This is an optimization exercise on Yosys and OpenROAD, whose aim is small area, not a production implementation.
At most, simulation tests tie the RTL to the original design; equivalence was not proved.
The RTL of run 1 was laid out without a check of its function.
Power and IR drop assume default switching activity.

--- flow/flow/run.sh ---
#!/bin/bash
# Own layout flow: the standard flow with these changes.
#  1. After the standard synthesis, flow/fixinv.py cleans up polarity: it
#     removes inverters around full-adder cells (a full adder is self-dual, so
#     a cell can take all its inputs and give all its outputs complemented) and
#     swaps gates for their complements (nand2 <-> and2, ...) where that saves
#     area. Registers are untouched.
#  2. Port buffers are the smallest buffer, sky130_fd_sc_hd__buf_1.
# Each tool's output goes to a log of its own in this folder.
set -euo pipefail
R=orfs/results/${FLOW_PLATFORM}/sha256_main_round/base
bash standard.sh "$PWD/$R/1_2_yosys.v" > synth.log 2>&1
cp "$R/1_2_yosys.v" 1_2_yosys.orig.v
python3 flow/fixinv.py 1_2_yosys.orig.v "$R/1_2_yosys.v" > fixinv.log 2>&1
bash standard.sh "BUFFER_PORTS_ARGS=-buffer_cell sky130_fd_sc_hd__buf_1" finish > layout.log 2>&1
--- flow/flow/fixinv.py ---
#!/usr/bin/env python3
"""Polarity clean-up of a flat, mapped Yosys netlist (sky130hd cells).

Yosys's extract_fa leaves many inverters on the inputs and outputs of the
full-adder cells it places. This pass removes most of them by choosing a
polarity for each cell:
  * a full adder is self-dual, fa(~a, ~b, ~c) = (~sum, ~cout), so the same
    cell can take all its inputs complemented and give complemented outputs;
  * a simple gate can be swapped for its complement with the same pins
    (nand2 <-> and2, a21oi <-> a21o, xor2 <-> xnor2, mux2i <-> mux2, ...),
    which complements its output at a known change of area.
It minimises 3.75 um2 per needed inverter plus the area change of swapped
gates (simulated annealing, then a greedy pass), and then rebuilds the
inverters: one inv_1 per source net that some load needs complemented.
Registers, ports and cells that drive ports keep their polarity.

usage: fixinv.py IN.v OUT.v
"""
import math
import random
import re
import sys
from collections import defaultdict

P = "sky130_fd_sc_hd__"
LIB = "/OpenROAD-flow-scripts/flow/platforms/sky130hd/lib/sky130_fd_sc_hd__tt_025C_1v80.lib"
OUT_PINS = {"X", "Y", "Q", "Q_N", "SUM", "COUT", "HI", "LO"}
INV_AREA = 3.7536

lib = open(LIB).read()
AREA = {m.group(1): float(m.group(2)) for m in re.finditer(
    r'cell\s*\(\s*"?(sky130_fd_sc_hd__\w+)"?\s*\)\s*\{.*?area\s*:\s*([\d.]+)', lib, re.S)}

COMP = {"nand2": "and2", "nor2": "or2", "nand3": "and3", "nor3": "or3", "nand4": "and4",
        "nor4": "or4", "a21oi": "a21o", "o21ai": "o21a", "a22oi": "a22o", "o22ai": "o22a",
        "a211oi": "a211o", "o211ai": "o211a", "a31oi": "a31o", "o31ai": "o31a",
        "a32oi": "a32o", "o32ai": "o32a", "a221oi": "a221o", "o221ai": "o221a",
        "xor2": "xnor2", "mux2i": "mux2", "nand2b": "and2b", "nor2b": "or2b",
        "a21boi": "a21bo", "o21bai": "o21ba", "xor3": "xnor3", "a2bb2oi": "a2bb2o",
        "o2bb2ai": "o2bb2a", "a311oi": "a311o", "o311ai": "o311a", "a2111oi": "a2111o",
        "o2111ai": "o2111a", "a41oi": "a41o", "o41ai": "o41a", "nand4b": "and4b",
        "nor4b": "or4b", "nand3b": "and3b", "nor3b": "or3b"}
COMP.update({v: k for k, v in list(COMP.items())})


def out_pin_of(cell):
    i = lib.index('cell ("' + cell + '")')
    j = lib.find('\n    cell (', i + 10)
    names = re.findall(r'\n\s+pin\s*\(\s*"?(\w+)"?\s*\)', lib[i:j if j > 0 else len(lib)])
    outs = [p for p in names if p in ("X", "Y")]
    assert len(outs) == 1, cell
    return outs[0]


def comp_cell(t):
    m = re.match(P + r"(\w+?)_(\d+)$", t)
    if not m or m.group(1) not in COMP:
        return None
    for sz in (m.group(2), "1", "2", "0"):
        c = P + COMP[m.group(1)] + "_" + sz
        if c in AREA:
            return c
    return None


src = open(sys.argv[1]).read()
m = re.search(r"^module\s+(\w+)\s*\((.*?)\);", src, re.S | re.M)
body_start = m.end()
endm = src.rindex("endmodule")

ports = {}
for d, w, names in re.findall(r"^\s*(input|output)\s+(\[\d+:\d+\])?\s*([^;]+);", src, re.M):
    for n in names.split(","):
        ports[n.strip()] = (d, w)
port_nets = set()
for n, (d, w) in ports.items():
    if not w:
        port_nets.add(n)
    else:
        hi, lo = map(int, w[1:-1].split(":"))
        port_nets.update(f"{n}[{i}]" for i in range(min(hi, lo), max(hi, lo) + 1))

cell_re = re.compile(r"^\s*(" + P + r"\w+)\s+(\S+)\s*\((.*?)\);\s*$", re.S | re.M)
pin_re = re.compile(r"\.(\w+)\(\s*(.*?)\s*\)\s*(?:,|$)", re.S)
text = src[body_start:endm]
cells = []
other = []
pos = 0
for cm in cell_re.finditer(text):
    other.append(text[pos:cm.start()])
    pos = cm.end()
    cells.append([cm.group(1), cm.group(2), {p: n.strip() for p, n in pin_re.findall(cm.group(3))}])
other.append(text[pos:])
if any(re.search(r"\bassign\b", o) for o in other):
    sys.exit("fixinv: netlist has assign statements; not handled")
assert all(not o.strip() for o in other[1:]), "text between cells"

driver = {}
for i, (t, name, pins) in enumerate(cells):
    for p, n in pins.items():
        if p in OUT_PINS and n:
            driver[n] = (i, p)

is_inv = [t.startswith(P + "inv_") for t, _, _ in cells]
removable = [is_inv[i] and bool(cells[i][2].get("A")) for i in range(len(cells))]
out_ports = sorted(n for n in port_nets if ports[re.sub(r"\[\d+\]$", "", n)][0] == "output")
in_ports = set(n for n in port_nets if ports[re.sub(r"\[\d+\]$", "", n)][0] == "input")


def trace(net):
    par = 0
    for _ in range(100):
        d = driver.get(net)
        if d is None or not removable[d[0]]:
            return net, par
        net = cells[d[0]][2]["A"]
        par ^= 1
    sys.exit("fixinv: inverter loop")


loads = []  # (cell, pin, root, parity)
for i, (t, name, pins) in enumerate(cells):
    if removable[i]:
        continue
    for p, n in pins.items():
        if p in OUT_PINS or not n or n.startswith("1'"):
            continue
        r, par = trace(n)
        loads.append((i, p, r, par))

port_loads = []  # (port net, root, parity) for ports driven through removable inverters
for pn in out_ports:
    d = driver.get(pn)
    if d is not None and removable[d[0]]:
        r, par = trace(pn)
        port_loads.append((pn, r, par))
port_of_root = defaultdict(list)
for k, (pn, r, par) in enumerate(port_loads):
    port_of_root[r].append(k)

# variables: fa cells (flip inputs and outputs) and complementable gates
var_kind = {}
var_delta = {}
comp_to = {}
for i, (t, name, pins) in enumerate(cells):
    if removable[i]:
        continue
    outs = [n for p, n in pins.items() if p in OUT_PINS]
    if any(n in port_nets for n in outs):
        continue
    if t.startswith(P + "fa_"):
        var_kind[i] = "fa"
        var_delta[i] = 0.0
    elif t.startswith(P + "inv_") or t.startswith(P + "buf_"):
        continue
    else:
        c = comp_cell(t)
        op = [p for p in pins if p in OUT_PINS]
        if c and len(op) == 1 and op[0] in ("X", "Y"):
            var_kind[i] = "gate"
            var_delta[i] = AREA[c] - AREA[t]
            comp_to[i] = c
f = defaultdict(int)


def phys(r):
    d = driver.get(r)
    if d is None or d[0] not in var_kind:
        return 0
    return f[d[0]]


by_root = defaultdict(list)
for k, (i, p, r, par) in enumerate(loads):
    by_root[r].append(k)
touch = defaultdict(set)
for k, (i, p, r, par) in enumerate(loads):
    if var_kind.get(i) == "fa":
        touch[i].add(r)
for i in var_kind:
    for p, n in cells[i][2].items():
        if p in OUT_PINS and n:
            touch[i].add(n)


def root_cost(r):
    ph = phys(r)
    c = 0.0
    for k in by_root.get(r, ()):
        i, p, _, par = loads[k]
        fc = f[i] if var_kind.get(i) == "fa" else 0
        if par ^ fc ^ ph:
            c = INV_AREA
            break
    for k in port_of_root.get(r, ()):
        if port_loads[k][2] ^ ph:
            c += INV_AREA
    return c


def var_cost(i):
    return sum(root_cost(r) for r in touch[i]) + (var_delta[i] if f[i] else 0.0)


before = sum(1 for x in removable if x)
vars_ = sorted(var_kind)
rng = random.Random(1)
cur = sum(root_cost(r) for r in set(by_root) | set(port_of_root))
best = cur
best_f = dict(f)
n_iter = 300 * max(1, len(vars_))
for step in range(n_iter):
    T = 2.0 * (1 - step / n_iter) + 0.05
    i = vars_[rng.randrange(len(vars_))]
    old = var_cost(i)
    f[i] ^= 1
    d = var_cost(i) - old
    if d <= 0 or rng.random() < math.exp(-d / T):
        cur += d
        if cur < best - 1e-9:
            best = cur
            best_f = dict(f)
    else:
        f[i] ^= 1
f = defaultdict(int, best_f)
improved = True
while improved:
    improved = False
    for i in vars_:
        old = var_cost(i)
        f[i] ^= 1
        if var_cost(i) < old - 1e-9:
            improved = True
        else:
            f[i] ^= 1

# rebuild
keep = [i for i in range(len(cells)) if not removable[i]]
idx = {i: j for j, i in enumerate(keep)}
new_cells = [[cells[i][0], cells[i][1], dict(cells[i][2])] for i in keep]
n_swap = 0
for i in keep:
    if var_kind.get(i) == "gate" and f[i]:
        c = new_cells[idx[i]]
        old_op = [p for p in c[2] if p in OUT_PINS][0]
        c[0] = comp_to[i]
        c[2][out_pin_of(comp_to[i])] = c[2].pop(old_op)
        n_swap += 1
new_wires = []
inv_of = {}


def inv_net(r):
    if r not in inv_of:
        k = len(inv_of) + 1
        w = f"_fixinv_{k}_"
        new_wires.append(w)
        new_cells.append([P + "inv_1", f"_fixinv_c{k}_", {"A": r, "Y": w}])
        inv_of[r] = w
    return inv_of[r]


for (i, p, r, par) in loads:
    fc = f[i] if var_kind.get(i) == "fa" else 0
    new_cells[idx[i]][2][p] = inv_net(r) if par ^ fc ^ phys(r) else r

renamed = {}
n_pinv = 0
for (pn, r, par) in port_loads:
    if par ^ phys(r):
        k = len(inv_of) + 1 + n_pinv
        n_pinv += 1
        new_cells.append([P + "inv_1", f"_fixinv_p{k}_", {"A": r, "Y": pn}])
    elif r in renamed or r in port_nets or r in in_ports:
        new_cells.append([P + "buf_1", f"_fixinv_b{pn}_".replace("[", "_").replace("]", "_"), {"A": r, "X": pn}])
    else:
        renamed[r] = pn
if renamed:
    for c in new_cells:
        for p, n in c[2].items():
            if n in renamed:
                c[2][p] = renamed[n]
nflip = sum(1 for i in var_kind if var_kind[i] == "fa" and f[i])
sys.stderr.write(f"fixinv: {before} removable inverters -> {len(inv_of) + n_pinv}; flipped {nflip} fa cells;"
                 f" swapped {n_swap} gates for their complements\n")

out = [src[:body_start], other[0]]
out += [f"  wire {w};\n" for w in new_wires]
for t, name, pins in new_cells:
    pl = ",\n".join(f"    .{p}({n} )" for p, n in pins.items())
    out.append(f"  {t} {name} (\n{pl}\n  );\n")
out.append("\nendmodule\n")
open(sys.argv[2], "w").write("".join(out))
--- flow/standard.sh ---
#!/bin/bash
# synth_recipe.tcl (not shown) runs the flow's synth.tcl, then flattens the netlist and writes it again
# the make line also repeats each setting of config.mk as NAME=value (left out here)
make -C /OpenROAD-flow-scripts/flow DESIGN_CONFIG=/design/flow/config.mk WORK_HOME=/design/flow/orfs CLKGATE_MAP_FILE= SYNTH_SCRIPT=/design/flow/synth_recipe.tcl "${@:-finish}"
--- flow/config.mk ---
export PLATFORM = sky130hd
export DESIGN_NAME = sha256_main_round
export DESIGN_NICKNAME = sha256_main_round
export VERILOG_FILES = /design/flow/design.v
export SDC_FILE = /design/flow/constraint.sdc
export NUM_CORES = 4
export LEC_CHECK = 0
export CAP_MARGIN = 20
export CORE_MARGIN = 2
export CORE_UTILIZATION = 72
export CTS_CLUSTER_DIAMETER = 90
export CTS_CLUSTER_SIZE = 22
export SETUP_SLACK_MARGIN = 0.15
export SLEW_MARGIN = 20
--- flow/constraint.sdc ---
create_clock -name core_clock -period 8.0 [get_ports {clk}]
set_input_delay 1.6000 -clock core_clock [delete_from_list [all_inputs] [get_ports {clk}]]
set_output_delay 1.6000 -clock core_clock [all_outputs]
set_load 0.01 [all_outputs]
--- flow/design.v ---
package sha256_pkg;
    localparam logic [255:0] IV = 256'h6a09e667_bb67ae85_3c6ef372_a54ff53a_510e527f_9b05688c_1f83d9ab_5be0cd19;
    function automatic logic [31:0] k_twohot(input logic [7:0] lo, input logic [7:0] hi);
        k_twohot[0] = (hi[0] & (lo[1] | lo[2] | lo[3] | lo[4] | lo[5] | lo[7])) |
            (hi[1] & (lo[1] | lo[3] | lo[6])) |
            (hi[2] & (lo[0] | lo[4])) |
            (hi[3] & (lo[1] | lo[3] | lo[4] | lo[5] | lo[6] | lo[7])) |
            (hi[4] & (lo[0] | lo[3] | lo[5] | lo[7])) |
            (hi[5] & (lo[0] | lo[1] | lo[3] | lo[4] | lo[6])) |
            (hi[6] & (lo[3] | lo[4] | lo[6] | lo[7])) |
            (hi[7] & (lo[1] | lo[5] | lo[6]));
        k_twohot[1] = (hi[0] & (lo[2] | lo[4])) |
            (hi[1] & (lo[2] | lo[3] | lo[5] | lo[6])) |
            (hi[2] & (lo[1] | lo[2] | lo[4] | lo[5] | lo[7])) |
            (hi[3] & (lo[0] | lo[3] | lo[4] | lo[5] | lo[7])) |
            (hi[4] & (lo[3] | lo[5] | lo[6])) |
            (hi[5] & (lo[1] | lo[3])) |
            (hi[6] & (lo[0] | lo[4] | lo[5] | lo[6] | lo[7])) |
            (hi[7] & (lo[0] | lo[1] | lo[4] | lo[5] | lo[6] | lo[7]));
        k_twohot[2] = (hi[0] & (lo[2] | lo[3] | lo[6] | lo[7])) |
            (hi[1] & (lo[2] | lo[4] | lo[5] | lo[6] | lo[7])) |
            (hi[2] & (lo[1] | lo[2] | lo[3] | lo[4] | lo[6])) |
            (hi[3] & (lo[1] | lo[3] | lo[5] | lo[7])) |
            (hi[4] & (lo[0] | lo[2] | lo[4] | lo[6] | lo[7])) |
            (hi[5] & (lo[5] | lo[6])) |
            (hi[6] & (lo[0] | lo[2] | lo[3] | lo[6])) |
            (hi[7] & (lo[0] | lo[1] | lo[2] | lo[6]));
        k_twohot[3] = (hi[0] & (lo[0] | lo[2] | lo[4])) |
            (hi[1] & (lo[0] | lo[2] | lo[5])) |
            (hi[2] & (lo[3] | lo[4] | lo[5] | lo[6] | lo[7])) |
            (hi[3] & (lo[1] | lo[2])) |
            (hi[4] & (lo[1] | lo[2] | lo[5] | lo[6])) |
            (hi[5] & (lo[1] | lo[4])) |
            (hi[6] & (lo[1] | lo[2] | lo[5] | lo[6])) |
            (hi[7] & (lo[0] | lo[1] | lo[3] | lo[4] | lo[5]));
        k_twohot[4] = (hi[0] & (lo[0] | lo[1] | lo[4] | lo[5] | lo[7])) |
            (hi[1] & (lo[0] | lo[2] | lo[4] | lo[5] | lo[7])) |
            (hi[2] & (lo[6] | lo[7])) |
            (hi[3] & (lo[0] | lo[4] | lo[6])) |
            (hi[4] & (lo[1] | lo[2] | lo[3] | lo[4] | lo[5])) |
            (hi[5] & (lo[2] | lo[4] | lo[7])) |
            (hi[6] & (lo[0] | lo[3] | lo[4] | lo[7])) |
            (hi[7] & (lo[2] | lo[4] | lo[6] | lo[7]));
        k_twohot[5] = (hi[0] & (lo[3] | lo[5] | lo[6])) |
            (hi[1] & (lo[2] | lo[4] | lo[5] | lo[6] | lo[7])) |
            (hi[2] & (lo[4] | lo[5])) |
            (hi[3] & (lo[1] | lo[4] | lo[7])) |
            (hi[4] & (lo[1] | lo[2] | lo[5] | lo[6])) |
            (hi[5] & (lo[0] | lo[2] | lo[3] | lo[5] | lo[7])) |
            (hi[6] & (lo[3] | lo[4] | lo[7])) |
            (hi[7] & (lo[0] | lo[1] | lo[4] | lo[5] | lo[6] | lo[7]));
        k_twohot[6] = (hi[0] & (lo[2] | lo[4] | lo[5] | lo[7])) |
            (hi[1] & (lo[3] | lo[4] | lo[5] | lo[7])) |
            (hi[2] & (lo[0] | lo[2] | lo[3] | lo[4] | lo[6] | lo[7])) |
            hi[3] |
            (hi[4] & (lo[2] | lo[4])) |
            (hi[5] & (lo[1] | lo[2] | lo[7])) |
            (hi[6] & (lo[2] | lo[5] | lo[6] | lo[7])) |
            (hi[7] & (lo[0] | lo[1] | lo[4] | lo[5] | lo[6] | lo[7]));
        k_twohot[7] = (hi[0] & (lo[0] | lo[1] | lo[2] | lo[3] | lo[5] | lo[6] | lo[7])) |
            (hi[1] & (lo[0] | lo[2] | lo[3] | lo[5] | lo[6])) |
            (hi[2] & (lo[0] | lo[1] | lo[2] | lo[3] | lo[5] | lo[6] | lo[7])) |
            (hi[3] & (lo[2] | lo[3] | lo[4])) |
            (hi[4] & (lo[0] | lo[2] | lo[5] | lo[7])) |
            (hi[5] & (lo[0] | lo[3] | lo[6])) |
            (hi[6] & (lo[3] | lo[4] | lo[7])) |
            (hi[7] & (lo[0] | lo[4] | lo[5] | lo[6] | lo[7]));
        k_twohot[8] = (hi[0] & (lo[0] | lo[2] | lo[3] | lo[5])) |
            (hi[1] & (lo[1] | lo[2] | lo[3] | lo[4] | lo[5] | lo[7])) |
            (hi[2] & (lo[0] | lo[1] | lo[2] | lo[3] | lo[6])) |
            (hi[3] & (lo[0] | lo[2] | lo[3] | lo[4] | lo[5] | lo[6] | lo[7])) |
            (hi[4] & (lo[1] | lo[2] | lo[3] | lo[4] | lo[6])) |
            (hi[5] & (lo[2] | lo[3] | lo[6])) |
            (hi[6] & (lo[0] | lo[2] | lo[7])) |
            (hi[7] & (lo[1] | lo[4] | lo[6]));
        k_twohot[9] = (hi[0] & (lo[0] | lo[2] | lo[3] | lo[4] | lo[6] | lo[7])) |
            (hi[1] & (lo[0] | lo[1] | lo[6])) |
            (hi[2] & (lo[1])) |
            (hi[3] & (lo[1] | lo[2] | lo[3] | lo[4] | lo[6])) |
            (hi[4] & (lo[0] | lo[4] | lo[5])) |
            (hi[5] & (lo[1] | lo[2] | lo[5])) |
            (hi[6] & (lo[2] | lo[5] | lo[6] | lo[7])) |
            (hi[7] & (lo[0] | lo[1] | lo[3] | lo[4] | lo[6]));
        k_twohot[10] = (hi[0] & (lo[0] | lo[1] | lo[7])) |
            (hi[1] & (lo[2] | lo[3] | lo[4] | lo[6])) |
            (hi[2] & (lo[1] | lo[2] | lo[4] | lo[5])) |
            (hi[3] & (lo[1] | lo[2] | lo[3])) |
            (hi[4] & (lo[2] | lo[3] | lo[7])) |
            (hi[5] & (lo[1] | lo[5] | lo[6])) |
            (hi[6] & (lo[1] | lo[2] | lo[3] | lo[4] | lo[7])) |
            (hi[7] & (lo[4] | lo[5]));
        k_twohot[11] = (hi[0] & (lo[0] | lo[2] | lo[3] | lo[7])) |
            (hi[1] & (lo[0] | lo[1] | lo[3] | lo[4])) |
            (hi[2] & (lo[0] | lo[2] | lo[4] | lo[6] | lo[7])) |
            (hi[3] & (lo[3] | lo[4] | lo[7])) |
            (hi[4] & (lo[0] | lo[2] | lo[3] | lo[5] | lo[6] | lo[7])) |
            (hi[5] & (lo[0] | lo[2] | lo[4])) |
            (hi[6] & (lo[1] | lo[3] | lo[4] | lo[5] | lo[6] | lo[7])) |
            (hi[7] & (lo[2] | lo[4] | lo[5] | lo[7]));
        k_twohot[12] = (hi[0] & (lo[2] | lo[3] | lo[5] | lo[7])) |
            (hi[1] & (lo[1] | lo[3] | lo[4] | lo[5] | lo[7])) |
            (hi[2] & (lo[2])) |
            (hi[3] & (lo[0] | lo[3] | lo[5])) |
            (hi[4] & (lo[4])) |
            (hi[5] & (lo[3] | lo[6])) |
            (hi[6] & (lo[2] | lo[3])) |
            (hi[7] & (lo[2] | lo[4] | lo[7]));
        k_twohot[13] = (hi[0] & (lo[0] | lo[2])) |
            (hi[1] & (lo[0] | lo[3] | lo[5] | lo[7])) |
            (hi[2] & (lo[0] | lo[3] | lo[4] | lo[6])) |
            (hi[3] & (lo[2] | lo[3] | lo[6] | lo[7])) |
            (hi[4] & (lo[1] | lo[2] | lo[4] | lo[7])) |
            (hi[5] & (lo[0] | lo[1] | lo[4] | lo[6] | lo[7])) |
            (hi[6] & (lo[1] | lo[2] | lo[3] | lo[5] | lo[7])) |
            (hi[7] & (lo[1] | lo[2] | lo[4] | lo[5] | lo[6] | lo[7]));
        k_twohot[14] = (hi[0] & (lo[1] | lo[2] | lo[3] | lo[4] | lo[7])) |
            (hi[1] & (lo[1] | lo[3] | lo[4] | lo[7])) |
            (hi[2] & (lo[0] | lo[1])) |
            (hi[3] & (lo[0] | lo[1] | lo[3] | lo[6])) |
            (hi[4] & (lo[2] | lo[4] | lo[6])) |
            (hi[5] & (lo[0] | lo[1] | lo[3] | lo[4])) |
            (hi[6] & (lo[0] | lo[1] | lo[2] | lo[6] | lo[7])) |
            (hi[7] & (lo[1] | lo[2] | lo[4] | lo[5] | lo[7]));
        k_twohot[15] = (hi[0] & (lo[2] | lo[3] | lo[4] | lo[6])) |
            (hi[1] & (lo[0] | lo[2] | lo[5] | lo[7])) |
            (hi[2] & (lo[2] | lo[3] | lo[5] | lo[6] | lo[7])) |
            (hi[3] & (lo[1] | lo[5])) |
            (hi[4] & (lo[6])) |
            (hi[5] & (lo[0] | lo[2] | lo[4] | lo[7])) |
            (hi[6] & (lo[0] | lo[3] | lo[5] | lo[6])) |
            (hi[7] & (lo[0] | lo[4] | lo[6]));
        k_twohot[16] = (hi[0] & (lo[1] | lo[3] | lo[5] | lo[6])) |
            (hi[1] & (lo[0] | lo[1] | lo[2] | lo[7])) |
            (hi[2] & (lo[0] | lo[2] | lo[4] | lo[7])) |
            (hi[3] & (lo[1] | lo[2] | lo[3] | lo[5] | lo[7])) |
            (hi[4] & (lo[0] | lo[1])) |
            (hi[5] & (lo[0] | lo[2] | lo[5])) |
            (hi[6] & (lo[1])) |
            (hi[7] & (lo[0] | lo[1] | lo[3] | lo[6] | lo[7]));
        k_twohot[17] = (hi[0] & (lo[0] | lo[1] | lo[4] | lo[6])) |
            (hi[1] & (lo[0] | lo[1] | lo[4] | lo[5] | lo[7])) |
            (hi[2] & (lo[0] | lo[1])) |
            (hi[3] & (lo[0] | lo[2] | lo[5] | lo[6])) |
            (hi[4] & (lo[0] | lo[1] | lo[4] | lo[5] | lo[6] | lo[7])) |
            (hi[5] & (lo[0] | lo[1] | lo[2] | lo[4] | lo[6] | lo[7])) |
            (hi[6] & (lo[1] | lo[7])) |
            (hi[7] & (lo[0] | lo[3] | lo[4]));
        k_twohot[18] = (hi[0] & (lo[1] | lo[3] | lo[4] | lo[6] | lo[7])) |
            (hi[1] & (lo[0] | lo[3] | lo[4] | lo[5] | lo[6])) |
            (hi[2] & (lo[1] | lo[3] | lo[5])) |
            (hi[3] & (lo[0] | lo[5])) |
            (hi[4] & (lo[0] | lo[2])) |
            (hi[5] & (lo[0] | lo[3] | lo[6])) |
            (hi[6] & (lo[0] | lo[1] | lo[4] | lo[6] | lo[7])) |
            (hi[7] & (lo[0] | lo[1] | lo[3] | lo[4]));
        k_twohot[19] = (hi[0] & (lo[0] | lo[6] | lo[7])) |
            (hi[1] & (lo[3] | lo[4] | lo[5] | lo[6] | lo[7])) |
            (hi[2] & (lo[0] | lo[1] | lo[3] | lo[4] | lo[7])) |
            (hi[3] & (lo[0] | lo[3] | lo[6] | lo[7])) |
            (hi[4] & (lo[1] | lo[2] | lo[3] | lo[4] | lo[5])) |
            (hi[5] & (lo[0] | lo[1] | lo[2] | lo[3] | lo[5] | lo[6] | lo[7])) |
            (hi[6] & (lo[2] | lo[4] | lo[5] | lo[6] | lo[7])) |
            (hi[7] & (lo[0] | lo[2] | lo[4] | lo[6]));
        k_twohot[20] = (hi[0] & (lo[1] | lo[3] | lo[4] | lo[5] | lo[6] | lo[7])) |
            (hi[1] & (lo[2] | lo[4] | lo[5] | lo[6] | lo[7])) |
            (hi[2] & (lo[0] | lo[1] | lo[5] | lo[6] | lo[7])) |
            (hi[3] & (lo[0] | lo[1] | lo[3])) |
            (hi[4] & (lo[0] | lo[1] | lo[3] | lo[7])) |
            (hi[5] & (lo[0] | lo[1] | lo[4] | lo[5])) |
            (hi[6] & (lo[1] | lo[3] | lo[4] | lo[5] | lo[6])) |
            (hi[7] & (lo[4] | lo[5] | lo[6] | lo[7]));
        k_twohot[21] = (hi[0] & (lo[1] | lo[3] | lo[5] | lo[6])) |
            (hi[1] & (lo[2] | lo[4])) |
            (hi[2] & (lo[1] | lo[4] | lo[5] | lo[6] | lo[7])) |
            (hi[3] & (lo[0] | lo[1] | lo[4] | lo[5] | lo[7])) |
            (hi[4] & (lo[0] | lo[2] | lo[3] | lo[5] | lo[7])) |
            (hi[5] & (lo[0] | lo[3] | lo[7])) |
            (hi[6] & (lo[0] | lo[1] | lo[3] | lo[7])) |
            (hi[7] & (lo[1] | lo[4] | lo[6] | lo[7]));
        k_twohot[22] = (hi[0] & (lo[2] | lo[4] | lo[5])) |
            (hi[1] & (lo[5] | lo[6])) |
            (hi[2] & (lo[2] | lo[4] | lo[5] | lo[7])) |
            (hi[3] & (lo[3] | lo[4] | lo[6])) |
            (hi[4] & (lo[5] | lo[6] | lo[7])) |
            (hi[5] & (lo[2] | lo[3] | lo[7])) |
            (hi[6] & (lo[2] | lo[5])) |
            (hi[7] & (lo[2] | lo[3] | lo[5] | lo[6] | lo[7]));
        k_twohot[23] = (hi[0] & (lo[0] | lo[2] | lo[3] | lo[5])) |
            (hi[1] & (lo[1] | lo[4] | lo[5] | lo[6] | lo[7])) |
            (hi[2] & (lo[0] | lo[1] | lo[2] | lo[4] | lo[6] | lo[7])) |
            (hi[3] & (lo[4] | lo[5] | lo[6])) |
            (hi[4] & (lo[0] | lo[6])) |
            (hi[5] & (lo[0] | lo[4] | lo[5])) |
            (hi[6] & (lo[0] | lo[3] | lo[5] | lo[6])) |
            (hi[7] & (lo[0] | lo[1] | lo[2] | lo[3] | lo[4] | lo[6]));
        k_twohot[24] = (hi[0] & (lo[1] | lo[2] | lo[3] | lo[4] | lo[5] | lo[7])) |
            (hi[1] & (lo[3] | lo[6] | lo[7])) |
            (hi[2] & (lo[1] | lo[2] | lo[4])) |
            (hi[3] & (lo[3] | lo[5])) |
            (hi[4] & (lo[0] | lo[2] | lo[3] | lo[4] | lo[6])) |
            (hi[5] & (lo[3] | lo[4])) |
            (hi[6] & (lo[0] | lo[2] | lo[4] | lo[6]));
        k_twohot[25] = (hi[0] & (lo[0] | lo[6] | lo[7])) |
            (hi[1] & (lo[1] | lo[4] | lo[6])) |
            (hi[2] & (lo[1] | lo[2] | lo[5] | lo[7])) |
            (hi[3] & (lo[3] | lo[4] | lo[6])) |
            (hi[4] & (lo[0] | lo[1] | lo[3] | lo[5] | lo[7])) |
            (hi[5] & (lo[0] | lo[2] | lo[3] | lo[5])) |
            (hi[6] & (lo[1] | lo[2] | lo[5] | lo[6])) |
            (hi[7] & (lo[6] | lo[7]));
        k_twohot[26] = (hi[0] & (lo[2])) |
            (hi[1] & (lo[2] | lo[3])) |
            (hi[2] & (lo[0] | lo[1] | lo[2] | lo[3] | lo[4] | lo[6] | lo[7])) |
            (hi[3] & (lo[3] | lo[4] | lo[5] | lo[6] | lo[7])) |
            (hi[4] & (lo[0] | lo[1] | lo[2] | lo[4] | lo[5])) |
            (hi[5] & (lo[3] | lo[5] | lo[6])) |
            (hi[6] & (lo[1] | lo[2] | lo[3] | lo[5])) |
            (hi[7] & (lo[0] | lo[2] | lo[3] | lo[5] | lo[6] | lo[7]));
        k_twohot[27] = (hi[0] & (lo[3] | lo[4] | lo[5] | lo[7])) |
            (hi[1] & (lo[0] | lo[6])) |
            (hi[2] & (lo[1] | lo[2] | lo[4] | lo[5] | lo[6])) |
            (hi[3] & (lo[0] | lo[1] | lo[3])) |
            (hi[4] & (lo[1] | lo[2])) |
            (hi[5] & (lo[1])) |
            (hi[6] & (lo[0] | lo[1] | lo[4] | lo[5] | lo[6] | lo[7])) |
            (hi[7] & (lo[1] | lo[3] | lo[6]));
        k_twohot[28] = (hi[0] & (lo[1] | lo[2] | lo[4] | lo[5] | lo[6])) |
            (hi[1] & (lo[0] | lo[1] | lo[3] | lo[4] | lo[6])) |
            (hi[2] & (lo[6] | lo[7])) |
            (hi[3] & (lo[0] | lo[2] | lo[3] | lo[5] | lo[7])) |
            (hi[4] & (lo[3] | lo[5] | lo[7])) |
            (hi[5] & (lo[4] | lo[5] | lo[6] | lo[7])) |
            (hi[6] & (lo[0] | lo[1] | lo[3] | lo[4] | lo[6])) |
            (hi[7] & (lo[0] | lo[1] | lo[4] | lo[6]));
        k_twohot[29] = (hi[0] & (lo[1] | lo[2] | lo[3] | lo[4] | lo[7])) |
            (hi[1] & (lo[2] | lo[4])) |
            (hi[2] & (lo[0] | lo[1] | lo[3] | lo[4] | lo[7])) |
            (hi[3] & (lo[1] | lo[2] | lo[3])) |
            (hi[4] & (lo[0] | lo[1] | lo[4] | lo[5])) |
            (hi[5] & (lo[0] | lo[1] | lo[6])) |
            (hi[6] & (lo[2] | lo[3] | lo[4] | lo[7])) |
            (hi[7] & (lo[0] | lo[1] | lo[5] | lo[6]));
        k_twohot[30] = (hi[0] & (lo[0] | lo[1] | lo[3] | lo[5])) |
            (hi[1] & (lo[0] | lo[3] | lo[4] | lo[7])) |
            (hi[2] & (lo[0] | lo[1] | lo[5] | lo[6] | lo[7])) |
            (hi[3] & (lo[4] | lo[5])) |
            (hi[4] & (lo[2] | lo[3] | lo[4] | lo[5])) |
            (hi[5] & (lo[2] | lo[3] | lo[4] | lo[5] | lo[6])) |
            (hi[6] & (lo[5] | lo[6] | lo[7])) |
            (hi[7] & (lo[0] | lo[1] | lo[7]));
        k_twohot[31] = (hi[0] & (lo[2] | lo[3] | lo[6] | lo[7])) |
            (hi[1] & (lo[0] | lo[5] | lo[6] | lo[7])) |
            (hi[2] & (lo[0] | lo[1])) |
            (hi[3] & (lo[0] | lo[1] | lo[2] | lo[3] | lo[4] | lo[5])) |
            (hi[4] & (lo[6] | lo[7])) |
            (hi[5] & (lo[0] | lo[1] | lo[2] | lo[3] | lo[4] | lo[5] | lo[6])) |
            (hi[7] & (lo[2] | lo[3] | lo[4] | lo[5] | lo[6] | lo[7]));
    endfunction
    function automatic logic [31:0] big_sigma0(input logic [31:0] x);
        big_sigma0 = {x[1:0], x[31:2]} ^ {x[12:0], x[31:13]} ^ {x[21:0], x[31:22]};
    endfunction
    function automatic logic [31:0] big_sigma1(input logic [31:0] x);
        big_sigma1 = {x[5:0], x[31:6]} ^ {x[10:0], x[31:11]} ^ {x[24:0], x[31:25]};
    endfunction
    function automatic logic [31:0] ch(input logic [31:0] x, input logic [31:0] y,
                                       input logic [31:0] z);
        ch = (x & y) | (~x & z);
    endfunction
    function automatic logic [31:0] maj(input logic [31:0] x, input logic [31:0] y,
                                        input logic [31:0] z);
        maj = (x & y) | (x & z) | (y & z);
    endfunction
    function automatic logic [63:0] csa(input logic [31:0] x, input logic [31:0] y,
                                        input logic [31:0] z);
        logic [31:0] s;
        logic [31:0] c;
        s = x ^ y ^ z;
        c = (x & y) | (x & z) | (y & z);
        csa = {s, c[30:0], 1'b0};
    endfunction
    function automatic logic [31:0] add_bk(input logic [31:0] x, input logic [31:0] y);
        logic [31:0] p;
        logic [31:0] gg;
        logic [31:0] pp;
        p  = x ^ y;
        gg = x & y;
        pp = p;
        for (int d = 1; d < 32; d = d * 2) begin
            for (int i = 2 * d - 1; i < 32; i = i + 2 * d) begin
                gg[i] = gg[i] | (pp[i] & gg[i - d]);
                pp[i] = pp[i] & pp[i - d];
            end
        end
        for (int d = 8; d >= 1; d = d / 2) begin
            for (int i = 3 * d - 1; i < 32; i = i + 2 * d) begin
                gg[i] = gg[i] | (pp[i] & gg[i - d]);
                pp[i] = pp[i] & pp[i - d];
            end
        end
        add_bk = p ^ {gg[30:0], 1'b0};
    endfunction
endpackage
module sha256_round_comb
(
    input  logic [31:0] a,
    input  logic [31:0] b,
    input  logic [31:0] c,
    input  logic [31:0] d,
    input  logic [31:0] e,
    input  logic [31:0] f,
    input  logic [31:0] g,
    input  logic [31:0] h,
    input  logic [31:0] k_t,
    input  logic [31:0] w_t,
    output logic [31:0] a_n,
    output logic [31:0] e_n
);
    logic [63:0] r1, r2, r3, re, ra1, ra2;
    assign r1  = sha256_pkg::csa(h, w_t, sha256_pkg::big_sigma1(e));
    assign r2  = sha256_pkg::csa(r1[63:32], r1[31:0], k_t);
    assign r3  = sha256_pkg::csa(r2[63:32], r2[31:0], sha256_pkg::ch(e, f, g));
    assign re  = sha256_pkg::csa(r3[63:32], r3[31:0], d);
    assign ra1 = sha256_pkg::csa(r3[63:32], r3[31:0], sha256_pkg::big_sigma0(a));
    assign ra2 = sha256_pkg::csa(ra1[63:32], ra1[31:0], sha256_pkg::maj(a, b, c));
    assign e_n = sha256_pkg::add_bk(re[63:32], re[31:0]);
    assign a_n = sha256_pkg::add_bk(ra2[63:32], ra2[31:0]);
endmodule
module sha256_add_ci
#(
    parameter int B = 11
) (
    input  logic [31:0] x,
    input  logic [31:0] y,
    output logic [31:0] s
);
    always_comb begin
        logic [31:0] s0;
        logic        c;
        logic        cb;
        logic        pp;
        cb = 1'b0;
        for (int lo = 0; lo < 32; lo = lo + B) begin
            c = 1'b0;
            for (int i = lo; i < lo + B && i < 32; i++) begin
                s0[i] = x[i] ^ y[i] ^ c;
                c     = (x[i] & y[i]) | (x[i] & c) | (y[i] & c);
            end
            pp = 1'b1;
            for (int i = lo; i < lo + B && i < 32; i++) begin
                s[i] = s0[i] ^ (cb & pp);
                pp   = pp & s0[i];
            end
            cb = c | (cb & pp);
        end
    end
endmodule
module sha256_main_round
(
    input  logic         clk,
    input  logic         reset_n,
    input  logic         msg_init,
    input  logic         w_vld,
    input  logic [5:0]   w_cnt,
    input  logic [31:0]  Wt,
    output logic         busy,
    output logic         blk_done,
    output logic         seq_err,
    output logic [255:0] digest
);
    logic         st_round;    
    logic         st_update;   
    logic         st_busy;     
    logic [7:0]   cnt_lo;      
    logic [7:0]   cnt_hi;      
    logic         hvld;
    logic [255:0] hreg;
    logic [255:0] work;
    logic         accept;
    logic         last;
    logic [255:0] hcur;
    logic [255:0] hsum;
    logic [255:0] src;
    logic [31:0]  a_n, e_n;
    assign accept = w_vld && !msg_init && !st_update && cnt_lo[w_cnt[2:0]] && cnt_hi[w_cnt[5:3]];
    assign last   = accept && cnt_lo[7] && cnt_hi[7];
    assign hcur = hvld ? hreg : sha256_pkg::IV;
    assign src  = st_busy ? work : hcur;
    for (genvar i = 0; i < 8; i++) begin : g_hadd
        sha256_add_ci #(.B(11)) u_add (
            .x (hcur[32*i +: 32]),
            .y (work[32*i +: 32] & {32{st_update}}),
            .s (hsum[32*i +: 32])
        );
    end
    sha256_round_comb u_round (
        .a   (src[255:224]),
        .b   (src[223:192]),
        .c   (src[191:160]),
        .d   (src[159:128]),
        .e   (src[127:96]),
        .f   (src[95:64]),
        .g   (src[63:32]),
        .h   (src[31:0]),
        .k_t (sha256_pkg::k_twohot(cnt_lo, cnt_hi)),
        .w_t (Wt),
        .a_n (a_n),
        .e_n (e_n)
    );
    always_ff @(posedge clk or negedge reset_n) begin
        if (!reset_n) begin
            st_round  <= 1'b0;
            st_update <= 1'b0;
            st_busy   <= 1'b0;
            cnt_lo    <= 8'd1;
            cnt_hi    <= 8'd1;
            hvld      <= 1'b0;
            blk_done  <= 1'b0;
            seq_err   <= 1'b0;
        end else begin
            st_round  <= !msg_init && (st_round ? !last : accept);
            st_update <= !msg_init && last;
            st_busy   <= !msg_init && (st_round ? 1'b1 : accept);
            blk_done  <= last;
            hvld      <= !msg_init;
            if (msg_init) begin
                cnt_lo  <= 8'd1;
                cnt_hi  <= 8'd1;
                seq_err <= 1'b0;
            end else begin
                if (accept) begin   
                    cnt_lo <= {cnt_lo[6:0], cnt_lo[7]};
                    if (cnt_lo[7]) cnt_hi <= {cnt_hi[6:0], cnt_hi[7]};
                end
                if (w_vld && !accept) seq_err <= 1'b1;
            end
        end
    end
    always_ff @(posedge clk) begin
        hreg <= hsum;
        if (accept) work <= {a_n, src[255:160], e_n, src[127:32]};
    end
    assign busy   = st_busy;
    assign digest = hcur;
endmodule
==> reports/results.md, run 1 <==
| Group | Metric | This run |
|:---|:---|:---|
| floorplanning | Area inside the core boundary | 0.0524 mm^2 |
| setup path | Crit path launch type | flip-flop |
| clock tree | Cell chosen for the clock root | sky130_fd_sc_hd__clkbuf_16 |
| global routing | Residual overflow from global routing | 0 |
| floorplanning | Starting density of the core | 72.5% |
| drt | Final routed wirelength across all metal layers | 124000 um |
| global routing | Met2 usage | 72.5% |
| floorplanning | Area of the die | 0.0547 mm^2 |
| sta | Number of hold-slack violations in the final timing report | 0 |
| sta | TNS Setup | 0 ps |
| clock tree | Clock sink total | 534 |
| global routing | Vias in the first global route | 30800 |
| setup path | Kind of end point of the critical path | flip-flop |
| sta | Actual slew at the worst max-slew pin | 1230 ps |
| clock tree | Maximum level of the CTS H-tree | 1 |
| layout | End-of-flow core utilization | 81.7% |
| global routing | Met1 capacity usage during global routing | 55.9% |
| drt | Remaining design rule violation count | 0 |
| global routing | Largest net degree at the start of global routing | 165 |
| sta | Unrepaired setup endpoints after global routing | true |
| setup path | Highest cell delay on the worst timing path | 520 ps |
| power and ir drop | Share of power burned in combinational logic | 22.1% |
| floorplanning | Number of core rows | 84 |
| synthesis | Post-synthesis instance area | 0.0380 mm^2 |
| run | Number of violations of the max-capacitance limit | 0 |
| layout | NumNets Final | 4389 |
| global routing | Met3 capacity usage during global routing | 11.2% |
| layout | Most common library cell in the layout ignoring fill and taps | sky130_fd_sc_hd__fa_1 |
| clock tree | Bufs on Longest Clock Path | 3 |
| layout | Final-layout fill cell count | 2849 |
| power and ir drop | Sequential fraction of design power | 48.5% |
| drt | Post-DR wirelength/cell | 27.4 um |
| drt | Antenna violation net count after detailed routing | 0 |
| sta | Min cycle time layout | 7810 ps |
| sta | Number of setup violations in the final report | 0 |
| power and ir drop | Internal power | 4310 uW |
| layout | Synth-to-layout area growth | 12.6% |
| sta | Relative max-transition margin | 17.9% |
| sta | Max Clock Freq | 128 MHz |
| layout | Final std cell area, no fill | 0.0429 mm^2 |
| power and ir drop | Total power density per cell area | 141 mW/mm^2 |
| power and ir drop | Power consumption | 6050 uW |
| layout | Top library cells by usage in the layout, fill and taps aside | 428 x sky130_fd_sc_hd__fa_1, 300 x sky130_fd_sc_hd__buf_1, 270 x sky130_fd_sc_hd__nand2_1 |
| setup path | Combined buffer and inverter count along the critical path | 5 |
| sta | Period utilization | 97.6% |
| power and ir drop | Switching power as a share of total power | 28.7% |
| clock tree | Clock latency of the later-clocked register in the worst-skew pair | 640 ps |
| clock tree | Clock slew at reported path FFs | 100 ps |
| power and ir drop | Leakage dissipation | 0.0170 uW |
| setup path | Top cell by count, worst path | sky130_fd_sc_hd__fa_1 |
| synthesis | Post-synthesis instance total | 3356 |
| setup path | CP required | 8390 ps |
| layout | Fraction of final layout cells with drive strength greater than 1 | 14.4% |
| floorplanning | Total I/O pin count | 301 |
| floorplanning | Horiz. Die Dim | 234 um |
| place | Detailed placement HPWL | 94300 um |
| synthesis | Synthesized area per cell | 11.3 um^2 |
| drt | Length of the first detailed-routing pass in iterations | 9 |
| global routing | Number of antenna violations at the first check in global routing | 1 |
| sta | Max-slew violation count | 0 |
| synthesis | Yosys warning count | 3 |
| drt | Violation count after the first detailed-route iteration | 3325 |
| power and ir drop | VDD IR max | 0.190 mV |
| setup path | Kind of critical path | flip-flop to flip-flop |
| setup path | Slowest library cell on the worst path | sky130_fd_sc_hd__fa_1 |
| global routing | Most used routing layer | met2 |
| clock tree | Post-CTS Hold Fix Bufs | 0 |
| outcome | Result of the run | finished clean |
| setup path | Worst Path Max Fanout | 24 |
| drt | Average via count per standard cell | 6.45 |
| setup path | Endpoint arrival time on the critical path | 8190 ps |
| power and ir drop | Clock share of power | 29.5% |
| setup path | Cell family with most CP delay | adder cells |
| sta | Worst Hold Slack | 472 ps |
| place | Final estimated routing congestion in global placement | 1.04 |
| sta | Setup clock skew after layout | 27.6 ps |
| clock tree | CTS Buf Count | 31 |
| global routing | First-pass GRT wire length | 183000 um |
| power and ir drop | Psw | 1730 uW |
| global routing | GRT Util Overall | 45.4% |
| layout | Final antenna diode count | 0 |
| place | Post-DP Area | 0.0415 mm^2 |
| clock tree | TritonCTS clock tree | done |
| synthesis | Post-synthesis net count | 3936 |
| hold path | Hold crit path type | flip-flop to flip-flop |
| floorplanning | Die height | 234 um |
| drt | Vias | 29200 |
| place | Number of buffers added on ports | 300 |
==> worst reg2reg max path: stages, from the launching register on <==
cell and delay, ps:
sky130_fd_sc_hd__dfrtp_4 450, sky130_fd_sc_hd__buf_12 150, sky130_fd_sc_hd__buf_8 190, sky130_fd_sc_hd__nand2b_1 170, sky130_fd_sc_hd__mux2i_1 350, sky130_fd_sc_hd__inv_1 200, sky130_fd_sc_hd__xnor2_1 250, sky130_fd_sc_hd__xnor2_1 180
sky130_fd_sc_hd__fa_1 490, sky130_fd_sc_hd__fa_1 520, sky130_fd_sc_hd__fa_1 460, sky130_fd_sc_hd__fa_1 520, sky130_fd_sc_hd__fa_1 430, sky130_fd_sc_hd__ha_1 340, sky130_fd_sc_hd__o211ai_1 250, sky130_fd_sc_hd__nor2_1 70
sky130_fd_sc_hd__o21ai_1 90, sky130_fd_sc_hd__buf_4 150, sky130_fd_sc_hd__o311ai_1 120, sky130_fd_sc_hd__buf_4 190, sky130_fd_sc_hd__o31ai_4 230, sky130_fd_sc_hd__a31oi_2 140, sky130_fd_sc_hd__a31o_2 280, sky130_fd_sc_hd__fa_2 410
sky130_fd_sc_hd__xor2_2 170, sky130_fd_sc_hd__xnor2_1 190, sky130_fd_sc_hd__xnor3_1 270, sky130_fd_sc_hd__xnor3_1 340
==> sequential cells by signal, indices dropped and copies added, names as in the netlist <==
register	flops
seq_err	1
st_busy	1
hreg	256
blk_done	1
hvld	1
work	256
st_update	1
st_round	1
cnt_hi	8
cnt_lo	8
==> repair_timing <==
item | CTS | global route
gates cloned | 0 | 1
gates resized for setup | 13 | 34
setup endpoints to repair | 3 | 14
pin swaps | 2 | 11
setup buffers | 3 | 13
==> layout make-up <==
cell class	count	area [um^2]	share of cell area, %
clock buffer	51	872	2.03
clock inverter	7	92.6	0.216
inverter	216	815	1.90
multi-input combinational	2445	23400	54.7
sequential	534	13400	31.2
tap	688	861	2.01
timing repair buffer	581	3400	7.94
==> per-stage QoR <==
step / cells / setup slack (ps)
4_1_cts: 4508 / 156
6_report: 4522 / 193
3_3_place_gp: 4447 / -65.9
3_5_place_dp: 4447 / -156
5_1_grt: 4522 / -20.6
2_1_floorplan: 3356 / 173
==> path summary, 6_finish.rpt <==
check / start / to / slack, ps / depth (start not counted)
max in group asynchronous: reset_n / cnt_lo[0] / 6760 / 2
worst max-delay path: hvld / work[255] / 190 / 27
worst min register to register: st_round / st_round / 470 / 1
worst max register to register: hvld / work[255] / 190 / 27
min in group asynchronous: reset_n / cnt_hi[4] / 950 / 2
worst min-delay path: st_round / st_round / 470 / 1
==> per-layer routing <==
metal  routed length (um)  share of wire, %  vias to the layer above
met5                   14             0.011                        -
met3                13500                11                      505
met1                42800                35                    14600
met2                58500                47                     1971
met4                 9250               7.5                        2
li1                     -                 -                    12100
==> power by group through the flow <==
stage / registers, uW / logic [uW] / clock network [uW]
2_1_floorplan: 2990 / 800 / 0
3_3_place_gp: 2990 / 1150 / 0
3_5_place_dp: 2990 / 1240 / 0
4_1_cts: 2930 / 1290 / 1780
5_1_grt: 2930 / 1440 / 1850
6_report: 2930 / 1330 / 1780
==> run 2, diff against run 1 <==
--- a/flow/design.v
+++ b/flow/design.v
@@ -316,9 +316,9 @@
     output logic [31:0] e_n
 );
     logic [63:0] r1, r2, r3, re, ra1, ra2;
-    assign r1  = sha256_pkg::csa(h, w_t, sha256_pkg::big_sigma1(e));
+    assign r1  = sha256_pkg::csa(h, sha256_pkg::big_sigma1(e), sha256_pkg::ch(e, f, g));
     assign r2  = sha256_pkg::csa(r1[63:32], r1[31:0], k_t);
-    assign r3  = sha256_pkg::csa(r2[63:32], r2[31:0], sha256_pkg::ch(e, f, g));
+    assign r3  = sha256_pkg::csa(r2[63:32], r2[31:0], w_t);
     assign re  = sha256_pkg::csa(r3[63:32], r3[31:0], d);
     assign ra1 = sha256_pkg::csa(r3[63:32], r3[31:0], sha256_pkg::big_sigma0(a));
     assign ra2 = sha256_pkg::csa(ra1[63:32], ra1[31:0], sha256_pkg::maj(a, b, c));
@@ -369,7 +369,6 @@
 );
     logic         st_round;    
     logic         st_update;   
-    logic         st_busy;     
     logic [7:0]   cnt_lo;      
     logic [7:0]   cnt_hi;      
     logic         hvld;
@@ -384,7 +383,7 @@
     assign accept = w_vld && !msg_init && !st_update && cnt_lo[w_cnt[2:0]] && cnt_hi[w_cnt[5:3]];
     assign last   = accept && cnt_lo[7] && cnt_hi[7];
     assign hcur = hvld ? hreg : sha256_pkg::IV;
-    assign src  = st_busy ? work : hcur;
+    assign src  = (st_round || st_update) ? work : hcur;
     for (genvar i = 0; i < 8; i++) begin : g_hadd
         sha256_add_ci #(.B(11)) u_add (
             .x (hcur[32*i +: 32]),
@@ -410,7 +409,6 @@
         if (!reset_n) begin
             st_round  <= 1'b0;
             st_update <= 1'b0;
-            st_busy   <= 1'b0;
             cnt_lo    <= 8'd1;
             cnt_hi    <= 8'd1;
             hvld      <= 1'b0;
@@ -419,7 +417,6 @@
         end else begin
             st_round  <= !msg_init && (st_round ? !last : accept);
             st_update <= !msg_init && last;
-            st_busy   <= !msg_init && (st_round ? 1'b1 : accept);
             blk_done  <= last;
             hvld      <= !msg_init;
             if (msg_init) begin
@@ -439,6 +436,6 @@
         hreg <= hsum;
         if (accept) work <= {a_n, src[255:160], e_n, src[127:32]};
     end
-    assign busy   = st_busy;
+    assign busy   = st_round || st_update;
     assign digest = hcur;
 endmodule
--- a/flow/config.mk
+++ b/flow/config.mk
@@ -8,7 +8,8 @@
 export CAP_MARGIN = 20
 export CORE_MARGIN = 2
 export CORE_UTILIZATION = 72
-export CTS_CLUSTER_DIAMETER = 90
-export CTS_CLUSTER_SIZE = 22
+export CTS_BUF_LIST = sky130_fd_sc_hd__clkbuf_8
+export CTS_CLUSTER_DIAMETER = 60
+export CTS_CLUSTER_SIZE = 12
 export SETUP_SLACK_MARGIN = 0.15
 export SLEW_MARGIN = 20
==> run 2 against run 1 <==
  * Via count is 5.2% higher
  * Area after synthesis grew 0.69%
  * Final area is 1.9% lower
  * First-iteration DRC count is 49% higher
  * Clock skew up 26 ps
  * Still clean
  * Cell count rose by 2.2%
  * Combinational power down 38%
  * Synthesized cell count increased by 5.8%
  * Core utilization down 1.7 points
  * Hold slack improved by 71 ps
  * Critical path type unchanged
  * Register-to-register slack improved by 80 ps
==> reports/results.md, run 2 <==
| Group | Metric | This run |
|:---|:---|:---|
| sta | TNS Setup | 0 ps |
| setup path | Kind of critical path | flip-flop to flip-flop |
| hold path | Endpoint of the worst hold-timing path | seq_err |
| global routing | First-pass GRT wire length | 195000 um |
| clock tree | Clock latency of the later-clocked register in the worst-skew pair | 740 ps |
| global routing | Vias in the first global route | 30500 |
| synthesis | Synthesized area per cell | 10.8 um^2 |
| layout | Top library cells by usage in the layout, fill and taps aside | 426 x sky130_fd_sc_hd__fa_1, 375 x sky130_fd_sc_hd__nand2_1, 320 x sky130_fd_sc_hd__inv_1 |
| setup path | Worst reg2reg path depth | 26 |
| layout | Fraction of final layout cells with drive strength greater than 1 | 8.68% |
| synthesis | Post-synthesis instance area | 0.0383 mm^2 |
| synthesis | Post-synthesis instance total | 3550 |
| clock tree | Post-CTS Hold Fix Bufs | 0 |
| floorplanning | Horiz. Die Dim | 235 um |
| setup path | Highest cell delay on the worst timing path | 570 ps |
| sta | Number of hold-slack violations in the final timing report | 0 |
| drt | Violation count after the first detailed-route iteration | 4947 |
| outcome | Result of the run | finished clean |
| clock tree | Cell chosen for the clock root | sky130_fd_sc_hd__clkbuf_8 |
| drt | Antenna violation net count after detailed routing | 0 |
| drt | Final routed wirelength across all metal layers | 133000 um |
| place | Detailed placement HPWL | 103000 um |
| sta | Number of setup violations in the final report | 0 |
| power and ir drop | VDD IR max | 0.148 mV |
| hold path | Hold crit path type | flip-flop to flip-flop |
| drt | Vias | 30700 |
| clock tree | Clock slew at reported path FFs | 90 ps |
| layout | Final-layout fill cell count | 3180 |
| setup path | Worst Path Max Fanout | 8 |
| sta | Actual slew at the worst max-slew pin | 1230 ps |
| setup path | Critical register-to-register path endpoint | work[255] |
| drt | Average via count per standard cell | 6.65 |
| setup path | Kind of end point of the critical path | flip-flop |
| floorplanning | Total I/O pin count | 301 |
| drt | Length of the first detailed-routing pass in iterations | 19 |
| sta | Min cycle time layout | 7730 ps |
| place | Number of buffers added on ports | 300 |
| setup path | Worst reg2reg setup slack | 270 ps |
| synthesis | Post-synthesis net count | 4130 |
| floorplanning | Die height | 235 um |
| sta | Worst Hold Slack | 543 ps |
| sta | Period utilization | 96.6% |
| setup path | Endpoint arrival time on the critical path | 8210 ps |
| global routing | Largest net degree at the start of global routing | 166 |
| clock tree | Clock sink total | 533 |
| sta | Unrepaired setup endpoints after global routing | true |
| sta | Max-slew violation count | 0 |
| clock tree | Bufs on Longest Clock Path | 3 |
| power and ir drop | Leakage dissipation | 0.0175 uW |
| layout | Largest registers | hreg x256, work x256 |
| floorplanning | Number of core rows | 84 |
| global routing | Residual overflow from global routing | 0 |
| drt | Post-DR wirelength/cell | 28.9 um |
| power and ir drop | Total power density per cell area | 129 mW/mm^2 |
| clock tree | TritonCTS clock tree | done |
| place | Final estimated routing congestion in global placement | 1.12 |
| layout | Most common library cell in the layout ignoring fill and taps | sky130_fd_sc_hd__fa_1 |
| floorplanning | Area inside the core boundary | 0.0526 mm^2 |
| clock tree | Maximum level of the CTS H-tree | 2 |
| setup path | Crit path launch type | flip-flop |
| run | Number of violations of the max-capacitance limit | 0 |
| layout | NumNets Final | 4465 |
| sta | Max Clock Freq | 129 MHz |
| setup path | Top cell by count, worst path | sky130_fd_sc_hd__fa_1 |
| global routing | GRT Util Overall | 47.8% |
| floorplanning | Starting density of the core | 72.9% |
| sta | Setup clock skew after layout | 53.5 ps |
| hold path | Hold Path Origin | seq_err |
| setup path | CP required | 8480 ps |
| hold path | Hold path cells | 2 |
| clock tree | CTS Buf Count | 52 |
| sta | Relative max-transition margin | 17.8% |
| floorplanning | Area of the die | 0.0551 mm^2 |
| power and ir drop | Power consumption | 5440 uW |
| global routing | Number of antenna violations at the first check in global routing | 8 |
| layout | Synth-to-layout area growth | 9.77% |
| drt | Remaining design rule violation count | 0 |
| setup path | Worst r2r src | hvld |
| setup path | Slowest library cell on the worst path | sky130_fd_sc_hd__dfrtp_4 |
| synthesis | Yosys warning count | 3 |
[run 2: cell types whose count changed in the layout (fill, tap and decap cells not counted), sizes merged, moves of 23 or more]
cell	delta
buf	-138
inv	+105
nand2	+103
mux2	-76
nor2	+45
a21o	+25
o21ai	+23
[run 2: what timing repair did]
item | 4_1_cts | 5_1_grt
resized for setup | 6 | 46
cloned | 1 | 4
pin swaps | 0 | 6
endpoints found under the setup margin | 2 | 9
setup buffers | 1 | 11
[run 2: how the worst max path moves through the flow]
stage	slack, ps	startpoint	cells after the start	endpoint
after global routing	50	hvld	26	work[255]
after global placement	130	st_update	24	work[255]
final	270	hvld	26	work[255]
after floorplan	290	st_update	24	work[255]
after detailed placement	80	st_update	24	work[255]
after CTS	190	st_update	24	work[255]
[run 2: through the flow]
| stage | util, % | area, um^2 | instances | setup WS (ps) |
|---|---|---|---|---|
| after global routing | 80.0 | 42000 | 4616 | 52.3 |
| after global placement | 77.5 | 40700 | 4502 | 135 |
| after CTS | 79.4 | 41700 | 4601 | 189 |
| after detailed placement | 77.5 | 40700 | 4502 | 83.9 |
| final | 80.0 | 42100 | 4620 | 270 |
| after floorplan | - | 38300 | 3550 | 295 |
[run 2: area by class of cell]
type	count	area (um^2)	share of cell area, %
repair inverters	2	17.5	0.0417
multi-input cells	2566	23400	55.6
inverters	287	1090	2.60
well taps	688	861	2.05
flip-flops and latches	533	13300	31.7
clock buffers	54	743	1.77
repair buffers	443	2360	5.62
diodes	4	10.0	0.0238
clock inverters	43	218	0.518
[run 2: report_power, final]
part | internal, uW | switching [uW] | total (uW)
Sequential | 2880 | 3.60 | 2890
Clock | 669 | 1050 | 1720
Combinational | 333 | 496 | 830
[run 2: critical path, delay by kind of cell, from the launching register on]
kind / cells / cell delay, ps
AOI/OAI and AO/OA: 4 / 910
xor gates and xnor gates: 6 / 1380
adders and majority gates: 7 / 2930
buffers and inverters: 4 / 700
DFF: 1 / 570
muxes: 1 / 250
and+or+nand+nor: 4 / 770
[run 2: routing by layer]
layer  share of wire [%]  routed length (um)  global-route usage, %
met1                  34               45700                   63.5
met2                  43               56700                   68.9
met3                  17               23100                   19.9
met4                 5.8                7730                   21.6
met5               0.060                  80                      0
==> run 3, diff against run 2 <==
--- a/flow/config.mk
+++ b/flow/config.mk
@@ -9,7 +9,7 @@
 export CORE_MARGIN = 2
 export CORE_UTILIZATION = 72
 export CTS_BUF_LIST = sky130_fd_sc_hd__clkbuf_8
-export CTS_CLUSTER_DIAMETER = 60
-export CTS_CLUSTER_SIZE = 12
+export CTS_CLUSTER_DIAMETER = 70
+export CTS_CLUSTER_SIZE = 14
 export SETUP_SLACK_MARGIN = 0.15
 export SLEW_MARGIN = 20
==> run 3 against run 2 <==
  * Setup slack got worse by 42 ps
  * Register-to-register slack worse by 40 ps
  * Clock-buffer cell count down 7
  * Routed wire length is 1.6% lower
  * Cell count down 0.52%
  * Largest cell class unchanged
  * Via count fell by 1.9%
  * Sequential power hardly changed
  * Non-clock buffer count is 8 lower
  * Final area decreased by 0.75%
  * Critical path depth is 3 lower
==> reports/results.md, run 3 <==
| Group | Metric | This run |
|:---|:---|:---|
| clock tree | TritonCTS clock tree | done |
| drt | Post-DR wirelength/cell | 28.6 um |
| place | Number of buffers added on ports | 300 |
| drt | Length of the first detailed-routing pass in iterations | 9 |
| floorplanning | Total I/O pin count | 301 |
| floorplanning | Area inside the core boundary | 0.0526 mm^2 |
| sta | Max-slew violation count | 0 |
| setup path | Endpoint arrival time on the critical path | 8220 ps |
| global routing | First-pass GRT wire length | 194000 um |
| layout | Top library cells by usage in the layout, fill and taps aside | 432 x sky130_fd_sc_hd__fa_1, 375 x sky130_fd_sc_hd__nand2_1, 314 x sky130_fd_sc_hd__inv_1 |
| floorplanning | Number of core rows | 84 |
| floorplanning | Area of the die | 0.0551 mm^2 |
| global routing | Met3 capacity usage during global routing | 20.2% |
| sta | Actual slew at the worst max-slew pin | 1110 ps |
| sta | Setup clock skew after layout | 41.8 ps |
| sta | Max Clock Freq | 129 MHz |
| global routing | Met1 capacity usage during global routing | 62.2% |
| synthesis | Post-synthesis instance total | 3550 |
| global routing | Largest net degree at the start of global routing | 166 |
| synthesis | Post-synthesis instance area | 0.0383 mm^2 |
| floorplanning | Starting density of the core | 72.9% |
| floorplanning | Horiz. Die Dim | 235 um |
| sta | Number of hold-slack violations in the final timing report | 0 |
| clock tree | Post-CTS Hold Fix Bufs | 0 |
| setup path | Critical register-to-register path endpoint | work[255] |
| setup path | Kind of critical path | flip-flop to flip-flop |
| hold path | Hold crit path type | flip-flop to flip-flop |
| power and ir drop | Leakage dissipation | 0.0173 uW |
| clock tree | CTS Buf Count | 45 |
| layout | Largest registers | hreg x256, work x256 |
| power and ir drop | VDD IR max | 0.153 mV |
| global routing | Met2 usage | 69.6% |
| power and ir drop | Power consumption | 5280 uW |
| synthesis | Synthesized area per cell | 10.8 um^2 |
| drt | Average via count per standard cell | 6.55 |
| drt | Vias | 30100 |
| layout | Synth-to-layout area growth | 8.95% |
| clock tree | Maximum level of the CTS H-tree | 2 |
| clock tree | Clock sink total | 533 |
| setup path | Worst Path Max Fanout | 14 |
| sta | TNS Setup | 0 ps |
| floorplanning | Die height | 235 um |
| setup path | Kind of end point of the critical path | flip-flop |
| clock tree | Cell chosen for the clock root | sky130_fd_sc_hd__clkbuf_8 |
| sta | Min cycle time layout | 7770 ps |
| place | Post-DP Area | 0.0407 mm^2 |
| sta | Period utilization | 97.1% |
| run | Number of violations of the max-capacitance limit | 0 |
| clock tree | Clock latency of the later-clocked register in the worst-skew pair | 720 ps |
| hold path | Endpoint of the worst hold-timing path | seq_err |
| global routing | Most used routing layer | met2 |
| setup path | Worst reg2reg setup slack | 230 ps |
| power and ir drop | Total power density per cell area | 127 mW/mm^2 |
| layout | Final std cell area, no fill | 0.0417 mm^2 |
| setup path | Worst reg2reg path depth | 23 |
| place | Final estimated routing congestion in global placement | 1.12 |
| drt | Antenna violation net count after detailed routing | 0 |
| outcome | Result of the run | finished clean |
| setup path | CP required | 8450 ps |
| layout | Most common library cell in the layout ignoring fill and taps | sky130_fd_sc_hd__fa_1 |
| drt | Violation count after the first detailed-route iteration | 4499 |
| layout | Fraction of final layout cells with drive strength greater than 1 | 7.87% |
| layout | End-of-flow core utilization | 79.4% |
| place | Detailed placement HPWL | 103000 um |
| hold path | Hold path cells | 2 |
| hold path | Hold Path Origin | seq_err |
| synthesis | Yosys warning count | 3 |
| setup path | Crit path launch type | flip-flop |
| global routing | Residual overflow from global routing | 0 |
| setup path | Worst r2r src | st_update |
| global routing | GRT Util Overall | 47.5% |
| drt | Remaining design rule violation count | 0 |
| layout | NumNets Final | 4448 |
| synthesis | Post-synthesis net count | 4130 |
| drt | Final routed wirelength across all metal layers | 131000 um |
| sta | Relative max-transition margin | 26.1% |
| sta | Unrepaired setup endpoints after global routing | true |
| clock tree | Bufs on Longest Clock Path | 3 |
| sta | Number of setup violations in the final report | 0 |
| global routing | Number of antenna violations at the first check in global routing | 14 |
| clock tree | Clock slew at reported path FFs | 110 ps |
| global routing | Vias in the first global route | 30400 |
run 3: power breakdown:
part | switching [uW] | leakage, uW | internal (uW) | total [uW]
registers | 3.60 | 0.00474 | 2890 | 2890
logic | 496 | 0.0121 | 331 | 827
clock network | 1010 | 0.000523 | 557 | 1570
total | 1510 | 0.0173 | 3770 | 5280
run 3: worst max path at each step:
stage / slack, ps / startpoint / cells after the start / to
floorplan: 290 / st_update / 24 / work[255]
global placement: 130 / st_update / 24 / work[255]
detailed placement: 80 / st_update / 24 / work[255]
CTS: 190 / st_update / 25 / work[255]
global route: 50 / st_update / 27 / work[255]
finish: 230 / st_update / 23 / work[255]
run 3: cell type report:
cell class | instances | area [um^2]
clock buffers | 47 | 647
multi-input cells | 2566 | 23400
inverters | 287 | 1090
fillers | 3236 | 10800
clock inverters | 35 | 164
repair buffers | 435 | 2270
flip-flops and latches | 533 | 13300
well taps | 688 | 861
diodes | 5 | 12.5
run 3: per-layer routing:
layer,vias up,share of wire [%]
li1,12300,-
met1,14800,35
met2,2474,43
met3,492,17
met4,8,5.6
met5,-,0.065
run 3: per-stage QoR:
step                hold slack [ps]  instances  setup WS (ps)
finish                          542       4596            229
global route                    547       4592           47.6
CTS                             540       4586            190
detailed placement              519       4502           83.9
global placement                477       4502            135
floorplan                       454       3550            295
run 3: what timing repair did:
action                                  4_1_cts  5_1_grt
setup buffers                                 1        4
resized for setup                             7       28
endpoints found under the setup margin        3        9
pin swaps                                     0        5
gates cloned                                  1        1
run 3: worst max-delay path, stage by stage, from the launching register on:
cell and delay (ps):
sky130_fd_sc_hd__dfrtp_4 570, sky130_fd_sc_hd__nor2_4 200, sky130_fd_sc_hd__buf_4 190, sky130_fd_sc_hd__clkbuf_16 210, sky130_fd_sc_hd__mux2_2 440, sky130_fd_sc_hd__mux2_1 350
sky130_fd_sc_hd__fa_1 650, sky130_fd_sc_hd__fa_1 520, sky130_fd_sc_hd__fa_1 520, sky130_fd_sc_hd__fa_1 580, sky130_fd_sc_hd__fa_1 450, sky130_fd_sc_hd__ha_1 340
sky130_fd_sc_hd__a21oi_1 220, sky130_fd_sc_hd__o21a_1 150, sky130_fd_sc_hd__o21ai_0 120, sky130_fd_sc_hd__a211oi_2 250, sky130_fd_sc_hd__buf_4 170, sky130_fd_sc_hd__o31a_1 160
sky130_fd_sc_hd__o21ai_1 110, sky130_fd_sc_hd__fa_1 440, sky130_fd_sc_hd__xnor2_1 200, sky130_fd_sc_hd__xnor2_1 160, sky130_fd_sc_hd__xnor2_1 160, sky130_fd_sc_hd__xnor3_1 330

==> afterwards: timing with drivers on the ports <==
Ports are ideal in the flow. The routed layouts listed here were re-timed in OpenROAD. Step 1 assumes that a clkbuf_16 drives the clock port and a buf_2 every other input. Step 2 adds t to the input delays and takes it off the output delays; t is the mean of the earliest and latest rising clock arrival at the registers after step 1. Input paths then give back, and output paths get back, about the clock's delay inside the block. Slacks: no drivers / after step 1 / after step 2; pairs: no drivers / after step 1.
| run | t, ns | setup WS [ns] | cell pins on the clock port's net |
|---|---|---|---|
| run 1 | 0.693 | 0.193 / 0.193 / 0.012 | 1 |
| run 2 | 0.768 | 0.270 / 0.270 / 0.270 | 1 |
| run 3 | 0.754 | 0.229 / 0.229 / 0.229 | 1 |
After both steps every run listed still meets setup and hold. The setup slack of run 1, which loses most, moves by 0.000 ns with the drivers and by -0.181 ns with both steps.
